Background: an optimization exercise with open tools, aiming at small area. Do not read the settings as production practice. Function was checked by simulation only, so behaviour that the tests miss may differ from the original. Power and IR drop assume default switching activity.

==> flow/design.v <==
`timescale 1ns/10ps
package prefetch_pkg;
	localparam int WORD_W = 32;
	localparam int NUM_REGS = 16;
	localparam int REG_IDX_W = 4;
	typedef logic [WORD_W-1:0] word_t;
	typedef logic [REG_IDX_W-1:0] reg_idx_t;
	localparam reg_idx_t SP_REG = 4'd13;
	localparam reg_idx_t FP_REG = 4'd11;
	localparam reg_idx_t SL_REG = 4'd10;
	localparam word_t OFS_ROW_CNT = 32'd4;
	localparam word_t OFS_ROW_PTR = 32'd8;
	localparam word_t OFS_ARG = 32'd16;
	localparam word_t OFS_REMAIN = 32'd20;
	localparam word_t OFS_COLIDX = 32'd4;
	localparam word_t OFS_ROWPTR = 32'd8;
	localparam word_t OFS_LIMIT = 32'd16;
	typedef enum logic [3:0] {
		ST_IDLE = 4'd0,
		ST_SETUP = 4'd1,
		ST_ROW_START = 4'd2,
		ST_INNER = 4'd3,
		ST_ROW_END = 4'd4,
		ST_NEXT_ROW = 4'd5,
		ST_COUNT_DOWN = 4'd6,
		ST_DONE = 4'd7
	} slice_state_e;
	typedef logic [2:0] step_t;
endpackage
`timescale 1ns/10ps
`timescale 1ns/10ps
`timescale 1ns/10ps
`timescale 1ns/10ps
module prefetcher_top (
	input  logic                       clk,
	input  logic                       reset,
	input  logic                       trigger_i,
	input  logic                       wait_cache_i,
	input  logic                       wait_stbuf_i,
	input  logic                       cache_ready_i,
	input  logic                       stbuf_ready_i,
	input  prefetch_pkg::word_t        cache_data_i,
	input  prefetch_pkg::word_t        stbuf_data_i,
	output logic                       cache_req_o,
	output prefetch_pkg::word_t        cache_addr_o,
	output logic                       stbuf_req_o,
	output prefetch_pkg::word_t        stbuf_addr_o,
	output prefetch_pkg::word_t        wr_addr_o,
	output prefetch_pkg::word_t        wr_data_o,
	output prefetch_pkg::slice_state_e state_o
);
	logic [2:0]  state_q;
	logic [5:0]  step_q;    
	logic [31:0] caddr_q, cdata_q, sdata_q, wdata_q;
	logic        creq_q, sreq_q;
	logic [1:0]  saddr_q, waddr_q;    
	logic [31:0] ra, rb, rc, rd;
	logic        ne_q;                
	logic stall, go;
	assign stall = wait_cache_i | wait_stbuf_i;
	assign go = ~stall;
	logic st_idle, su0, su1, su2, su3, su4, rs0, rs1, rs2;
	logic in0, in1, in2, in3, in4, in5, re0, re1, re2, nr0, nr1, cd0, cd1, st_done;
	always_comb begin
		st_idle = state_q == 3'd0;
		su0 = state_q == 3'd1 && step_q[0];
		su1 = state_q == 3'd1 && step_q[1];
		su2 = state_q == 3'd1 && step_q[2];
		su3 = state_q == 3'd1 && step_q[3];
		su4 = state_q == 3'd1 && step_q[4];
		rs0 = state_q == 3'd2 && step_q[0];
		rs1 = state_q == 3'd2 && step_q[1];
		rs2 = state_q == 3'd2 && step_q[2];
		in0 = state_q == 3'd3 && step_q[0];
		in1 = state_q == 3'd3 && step_q[1];
		in2 = state_q == 3'd3 && step_q[2];
		in3 = state_q == 3'd3 && step_q[3];
		in4 = state_q == 3'd3 && step_q[4];
		in5 = state_q == 3'd3 && step_q[5];
		re0 = state_q == 3'd4 && step_q[0];
		re1 = state_q == 3'd4 && step_q[1];
		re2 = state_q == 3'd4 && step_q[2];
		nr0 = state_q == 3'd5 && step_q[0];
		nr1 = state_q == 3'd5 && step_q[1];
		cd0 = state_q == 3'd6 && step_q[0];
		cd1 = state_q == 3'd6 && step_q[1];
		st_done = state_q == 3'd7;
	end
	logic        cmp;
	logic [31:0] x, y, sum;
	logic        cin, cout;
	assign cmp = in5 | re2 | nr1;
	assign x = ({32{rs0 | rs1}} & rd)
		| ({32{in1 | su3 | cd0}} & ra)
		| ({32{in3 | in5 | re2 | nr0}} & rb)
		| ({32{in4 | nr1}} & rc)
		| ({32{re1 | cd1}} & sdata_q);
	assign y = ({32{rs0 | rs1 | in1}} & {rb[29:0], 2'b00})
		| ({32{cmp}} & ~cdata_q)
		| ({32{cd0}} & ~wdata_q)
		| {{29{cd1}}, nr0 | cd1, rs1 | cd1, rs1 | cd1};
	assign cin = rs1 | in3 | re1 | cmp;
	logic [31:0] hp, gg, pp;
	always_comb begin
		hp = x ^ y;
		gg = x & y;
		pp = hp;
		gg[0] = gg[0] | (hp[0] & cin);
		for (int l = 0; l < 5; l++)
			for (int i = 0; i < 32; i++)
				if ((i + 1) % (2 << l) == 0) begin
					gg[i] = gg[i] | (pp[i] & gg[i - (1 << l)]);
					pp[i] = pp[i] & pp[i - (1 << l)];
				end
		for (int l = 3; l >= 0; l--)
			for (int i = 0; i < 32; i++)
				if ((i + 1) % (2 << l) == (1 << l) && i >= (2 << l)) begin
					gg[i] = gg[i] | (pp[i] & gg[i - (1 << l)]);
					pp[i] = pp[i] & pp[i - (1 << l)];
				end
	end
	assign sum = hp ^ {gg[30:0], cin};
	assign cout = gg[31];
	logic [31:0] cinc;
	logic [29:0] ic;
	logic [31:0] pa;
	always_comb begin
		pa = {3'b000, cdata_q[31:3]};
		for (int l = 0; l < 5; l++)
			for (int i = 0; i < 32; i++)
				if ((i + 1) % (2 << l) == 0)
					pa[i] = pa[i] & pa[i - (1 << l)];
		for (int l = 3; l >= 0; l--)
			for (int i = 0; i < 32; i++)
				if ((i + 1) % (2 << l) == (1 << l) && i >= (2 << l))
					pa[i] = pa[i] & pa[i - (1 << l)];
		ic[0] = re1;
		for (int i = 0; i < 29; i++) ic[i + 1] = re1 & pa[i];
	end
	assign cinc = {cdata_q[31:3] ^ ic[28:0], cdata_q[2:0]};
	logic        cld;
	logic [31:0] cla;
	assign cld = su0 | su1 | su2 | su3 | rs0 | rs1 | in1 | in2 | in3 | in4 | re0 | re1 | nr0;
	assign cla = ({32{su1 | su2 | re1}} & cinc)
		| ({32{rs0 | in1 | in4 | nr0}} & sum)
		| ({32{in2}} & {cdata_q[29:0], 2'b10})
		| {27'd0, in3 | su0 | re0, su3 | su0 | re0, rs1 | su0 | re0, 1'b0, su0 | re0};
	logic       sld;
	logic [1:0] sla;
	assign sld = re0 | nr0 | cd0;
	assign sla = {nr0 | cd0, re0 | cd0};
	logic cissue, sissue;
	assign cissue = cld & go;
	assign sissue = sld & go;
	always_ff @(posedge clk) begin
		if (reset) begin
			creq_q <= 1'b0;
			caddr_q <= '0;
			cdata_q <= '0;
		end else if (wait_cache_i) begin
			creq_q <= 1'b0;
			if (cache_ready_i) cdata_q <= cache_data_i;
		end else if (cissue) begin
			creq_q <= 1'b1;
			caddr_q <= cla;
		end
	end
	always_ff @(posedge clk) begin
		if (reset) begin
			sreq_q <= 1'b0;
			saddr_q <= '0;
			sdata_q <= '0;
		end else if (wait_stbuf_i) begin
			sreq_q <= 1'b0;
			if (stbuf_ready_i) sdata_q <= stbuf_data_i;
		end else if (sissue) begin
			sreq_q <= 1'b1;
			saddr_q <= sla;
		end
	end
	logic [2:0] state_d;
	logic [5:0] step_d;
	always_comb begin
		state_d = state_q;
		step_d = {step_q[4:0], 1'b0};
		if (st_idle) begin
			step_d = 6'd1;
			if (trigger_i) state_d = 3'd1;
		end
		if (su4 | nr1 | re2 | in5 | cd1) step_d = 6'd1;
		if (su4) state_d = 3'd2;
		if (rs2) begin
			state_d = 3'd3;
			step_d = 6'd2;
		end
		if (in5 & cout) state_d = 3'd4;
		if (re2) state_d = cout ? 3'd6 : 3'd5;
		if (nr1) state_d = cout ? 3'd2 : 3'd6;
		if (cd1) state_d = ne_q ? 3'd1 : 3'd7;
		if (st_done) step_d = step_q;
	end
	logic        wen;
	logic [31:0] wd;
	logic [1:0]  wa;
	assign wen = su2 | su3 | re2 | nr1 | cd1;
	assign wd = ({32{su3 | cd1}} & sum) | ({32{re2}} & rb) | ({32{nr1}} & sdata_q);
	assign wa = {su3 | nr1 | cd1, su2 | re2 | cd1};
	always_ff @(posedge clk) begin
		if (reset) begin
			state_q <= 3'd0;
			step_q <= 6'd1;
			waddr_q <= 2'd0;
			wdata_q <= '0;
		end else if (go) begin
			state_q <= state_d;
			step_q <= step_d;
			if (wen) begin
				waddr_q <= wa;
				wdata_q <= wd;
			end
		end
	end
	always_ff @(posedge clk) begin
		if (go) begin
			if (su2 | rs2 | re2) ra <= cdata_q;
			if (su3 | rs1 | nr1 | in3 | re1)
				rb <= ({32{su3 | rs1 | nr1}} & cdata_q) | ({32{in3 | re1}} & sum);
			if (rs1 | in4 | (in5 & ~cout))
				rc <= ({32{rs1}} & sum) | ({32{in4}} & cdata_q) | ({32{in5}} & caddr_q);
			if (su4) rd <= cdata_q;
			if (cd0) ne_q <= ~&hp;    
		end
	end
	assign cache_req_o = creq_q;
	assign cache_addr_o = caddr_q;
	assign stbuf_req_o = sreq_q;
	assign stbuf_addr_o = {26'd0, saddr_q == 2'd3, saddr_q == 2'd1 || saddr_q == 2'd2, 1'b0, saddr_q == 2'd2, 1'b0, saddr_q != 2'd0};
	assign wr_addr_o = {26'd0, waddr_q == 2'd3, waddr_q == 2'd1 || waddr_q == 2'd2, 1'b0, waddr_q == 2'd2, 1'b0, waddr_q != 2'd0};
	assign wr_data_o = wdata_q;
	assign state_o = prefetch_pkg::slice_state_e'({1'b0, state_q});
endmodule
clock: 6.0 ns
lec_check: 0
cap_margin: 20
core_margin: 2
core_utilization: 40
slew_margin: 20
standard.sh (not shown) runs the stock make flow with config.mk's settings and CLKGATE_MAP_FILE= SYNTH_SCRIPT=/design/flow/synth_recipe.tcl, a recipe that flattens the netlist after the stock synthesis.
==> flow/flow/run.sh <==
#!/bin/bash
# Own layout flow: the standard ORFS flow (standard synthesis, floorplan,
# power grid and tap cells unchanged) with smaller helper cells:
#  - port buffers use sky130_fd_sc_hd__buf_1 instead of clkdlybuf4s50_1,
#  - clock tree synthesis uses small clock buffers and no dummy loads,
#  - the synthesized netlist's single tie cell is kept (no per-load tie copies).
# Synthesis is the standard flow's (synth_recipe.tcl) with only ABC's script replaced by
# the area-oriented flow/area.abc (flow/abc_override.tcl).
# Every tool's full output goes to flow.log in the work folder (ORFS's own
# per-step logs stay under orfs/logs).
set -euo pipefail
cd "$(dirname "$0")/.."
export BUFFER_PORTS_ARGS="-buffer_cell sky130_fd_sc_hd__buf_1"
export CTS_ARGS="-sink_clustering_enable -repair_clock_nets -dont_use_dummy_load -buf_list sky130_fd_sc_hd__clkbuf_8 -sink_clustering_size 16 -sink_clustering_max_diameter 80"
export SKIP_REPAIR_TIE_FANOUT=1
export AREA_ABC_SCRIPT="$PWD/flow/area.abc"
{ head -n 1 synth_recipe.tcl; cat flow/abc_override.tcl; tail -n +2 synth_recipe.tcl; } > area_synth.tcl
bash standard.sh SYNTH_SCRIPT="$PWD/area_synth.tcl" finish > flow.log 2>&1
==> flow/flow/abc_override.tcl <==
# Sourced into the synthesis script right after the standard flow's first line: ORFS's
# synthesis runs unchanged (same flip-flop mapping and names) except that
# ABC maps the logic with the area-oriented script flow/area.abc.
proc abc {args} {
  set i [lsearch -exact $args -script]
  if {$i >= 0} {
    set args [lreplace $args [expr {$i + 1}] [expr {$i + 1}] $::env(AREA_ABC_SCRIPT)]
  }
  yosys abc {*}$args
}
==> flow/flow/area.abc <==
strash
&get -n
&st
&synch2
&nf
&put
buffer -c
topo
stime -c
upsize -c
dnsize -c
==> next run, changes <==
--- a/flow/flow/run.sh
+++ b/flow/flow/run.sh
@@ -5,0 +6,3 @@
+#  - after global routing, gates with setup slack to spare are downsized
+#    (ORFS's power recovery, which here mostly shrinks cells) and slew and
+#    capacitance limits are repaired again afterwards (flow/post_grt.tcl),
@@ -7,2 +9,0 @@
-# Synthesis is the standard flow's (synth_recipe.tcl) with only ABC's script replaced by
-# the area-oriented flow/area.abc (flow/abc_override.tcl).
@@ -16,3 +17,3 @@
-export AREA_ABC_SCRIPT="$PWD/flow/area.abc"
-{ head -n 1 synth_recipe.tcl; cat flow/abc_override.tcl; tail -n +2 synth_recipe.tcl; } > area_synth.tcl
-bash standard.sh SYNTH_SCRIPT="$PWD/area_synth.tcl" finish > flow.log 2>&1
+export RECOVER_POWER=100
+export POST_GLOBAL_ROUTE_TCL="$PWD/flow/post_grt.tcl"
+bash standard.sh finish > flow.log 2>&1
==> flow/flow/post_grt.tcl (new file) <==
# Runs at the end of ORFS's global route step, after its power recovery
# (RECOVER_POWER), which downsizes cells on paths with setup slack to spare
# but can leave nets over their slew or capacitance limits. Repair those
# limits again, re-legalize, re-route the changed nets and rewrite the guides.
puts "post global route: repair slew and capacitance after power recovery"
global_route -start_incremental
repair_design_helper
detailed_placement
global_route -end_incremental
estimate_parasitics -global_routing
report_check_types -max_slew -max_capacitance -violators
report_worst_slack -max
report_design_area
write_guides $::env(RESULTS_DIR)/route.guide
- CAP_MARGIN: 20 -> 10
- CORE_UTILIZATION: 40 -> 65
- SLEW_MARGIN: 20 -> 10
removed: flow/flow/abc_override.tcl
removed: flow/flow/area.abc
What happened: The changed run finished with timing, DRC and antenna clean; worst setup slack got worse by 0.13 ns; power shrinks slightly; maximum frequency shrinks by a few percent; synthesized cell count grows by a few percent; sequential power barely changes; critical path depth stays the same; utilization grows by 26 points.
==> next run, changes <==
- CAP_MARGIN: 10 -> 20
- CORE_UTILIZATION: 65 -> 40
- SLEW_MARGIN: 10 -> 20
After rerunning: The changed run completed without violations. Routed wire length went up by about 10%. Non-clock buffer count climbs by 11. Fmax rises by 3.2%. Clock power went up by 5.8%. Worst hold slack improves by 0.012 ns. Die area is higher by about 60%. First-iteration DRC count drops by about 10%. Synthesized area stays the same. Cell count rose by about 10%. Global-route usage decreases by 13 points. Synthesized cell count stays the same.
==> next run, changes <==
--- a/flow/flow/run.sh
+++ b/flow/flow/run.sh
@@ -6,3 +5,0 @@
-#  - after global routing, gates with setup slack to spare are downsized
-#    (ORFS's power recovery, which here mostly shrinks cells) and slew and
-#    capacitance limits are repaired again afterwards (flow/post_grt.tcl),
@@ -15 +12 @@
-export CTS_ARGS="-sink_clustering_enable -repair_clock_nets -dont_use_dummy_load -buf_list sky130_fd_sc_hd__clkbuf_8 -sink_clustering_size 16 -sink_clustering_max_diameter 80"
+export CTS_ARGS="-sink_clustering_enable -repair_clock_nets -dont_use_dummy_load -buf_list sky130_fd_sc_hd__clkbuf_4"
@@ -17,2 +13,0 @@
-export RECOVER_POWER=100
-export POST_GLOBAL_ROUTE_TCL="$PWD/flow/post_grt.tcl"
- CAP_MARGIN: 20 -> 10
- CORE_UTILIZATION: 40 -> 65
- SLEW_MARGIN: 20 -> 10
removed: flow/flow/post_grt.tcl
After rerunning:
- critical path depth increases by 1
- via count increases by 5.3%
- worst hold slack gets worse by 0.016 ns
- power increases by about 9%
- setup slack gets worse by 0.37 ns
- area after synthesis stays the same
- first-iteration DRC count increases by about 14%
==> next run, changes <==
--- a/flow/flow/run.sh
+++ b/flow/flow/run.sh
@@ -12 +12 @@
-export CTS_ARGS="-sink_clustering_enable -repair_clock_nets -dont_use_dummy_load -buf_list sky130_fd_sc_hd__clkbuf_4"
+export CTS_ARGS="-sink_clustering_enable -repair_clock_nets -dont_use_dummy_load -buf_list sky130_fd_sc_hd__clkbuf_8 -sink_clustering_size 16 -sink_clustering_max_diameter 80"
- CAP_MARGIN: 10 -> 20
- CORE_UTILIZATION: 65 -> 40
- SLEW_MARGIN: 10 -> 20
Effect:
- The new run finished clean
- routed wire length goes up by a little under a tenth
- non-clock buffer count is higher by 9
- hold slack gets better by 0.015 ns
- setup slack gets better by 0.38 ns
- design area increases slightly
- power decreases by a little under a tenth
- final cell count went up by a little under a tenth
- clock-buffer cell count drops by 50
- die area increases by well over a third
- sequential share of layout area went down by 0.20 points
- clock skew drops by 0.020 ns
==> next run, changes <==
--- a/flow/flow/run.sh
+++ b/flow/flow/run.sh
@@ -6,0 +7,2 @@
+# Synthesis is the standard flow's (synth_recipe.tcl) with only ABC's script replaced by
+# the area-oriented flow/area.abc (flow/abc_override.tcl).
@@ -14 +16,3 @@
-bash standard.sh finish > flow.log 2>&1
+export AREA_ABC_SCRIPT="$PWD/flow/area.abc"
+{ head -n 1 synth_recipe.tcl; cat flow/abc_override.tcl; tail -n +2 synth_recipe.tcl; } > area_synth.tcl
+bash standard.sh SYNTH_SCRIPT="$PWD/area_synth.tcl" finish > flow.log 2>&1
==> flow/flow/abc_override.tcl (new file) <==
# Sourced into the synthesis script right after the standard flow's first line: ORFS's
# synthesis runs unchanged (same flip-flop mapping and names) except that
# ABC maps the logic with the area-oriented script flow/area.abc.
proc abc {args} {
  set i [lsearch -exact $args -script]
  if {$i >= 0} {
    set args [lreplace $args [expr {$i + 1}] [expr {$i + 1}] $::env(AREA_ABC_SCRIPT)]
  }
  yosys abc {*}$args
}
==> flow/flow/area.abc (new file) <==
strash
&get -n
&st
&synch2
&nf
&st
&synch2
&nf
&put
topo
- CAP_MARGIN: 20 -> 10
- CORE_UTILIZATION: 40 -> 65
- SLEW_MARGIN: 20 -> 10
=> The new run finished clean; total power shrinks by 2.1%; wire length shrinks by 12%; cell count shrinks by 11%; die area shrinks by 42%; fmax shrinks by 2.5%; core utilization grows by 29 points; combinational power shrinks by about 5%; global-route usage grows by 14 points; non-clock buffer count grows by 1; area after synthesis shrinks by 6.1%; sequential share of layout area grows by 1.7 points.

[re-timing with driven ports]
How much do the figures lean on ideal ports? The routed layouts below were timed once more, with nothing changed but the port constraints. Step 1: set_driving_cell puts a clkbuf_16 on clk and a buf_2 on each other input, an assumption about the parent block. Step 2 also shifts input and output timing later by t, the mid clock arrival at the registers, as if the neighbouring blocks saw the same clock. a / b / c = ideal / step 1 / step 2; a / b = the first two.
run | shift t [ns] | setup slack, ns | hold slack, ns | slew at the worst register clock pin (ns) | worst data-port slew with drivers (ns)
the first run | 0.607 | 0.505 / 0.505 / 0.505 | 0.482 / 0.482 / 0.482 | 0.12 / 0.12 | 0.05
the second run | 0.603 | 0.379 / 0.379 / 0.379 | 0.485 / 0.485 / 0.485 | 0.11 / 0.11 | 0.04
the third run | 0.616 | 0.556 / 0.556 / 0.556 | 0.497 / 0.497 / 0.497 | 0.11 / 0.11 | 0.04
the fourth run | 0.711 | 0.190 / 0.190 / 0.190 | 0.481 / 0.481 / 0.481 | 0.07 / 0.07 | 0.04
the fifth run | 0.611 | 0.571 / 0.571 / 0.571 | 0.496 / 0.496 / 0.496 | 0.11 / 0.11 | 0.04
the sixth run | 0.609 | 0.434 / 0.434 / 0.434 | 0.465 / 0.465 / 0.465 | 0.12 / 0.12 | 0.06
After both steps setup and hold are still met in every run listed.
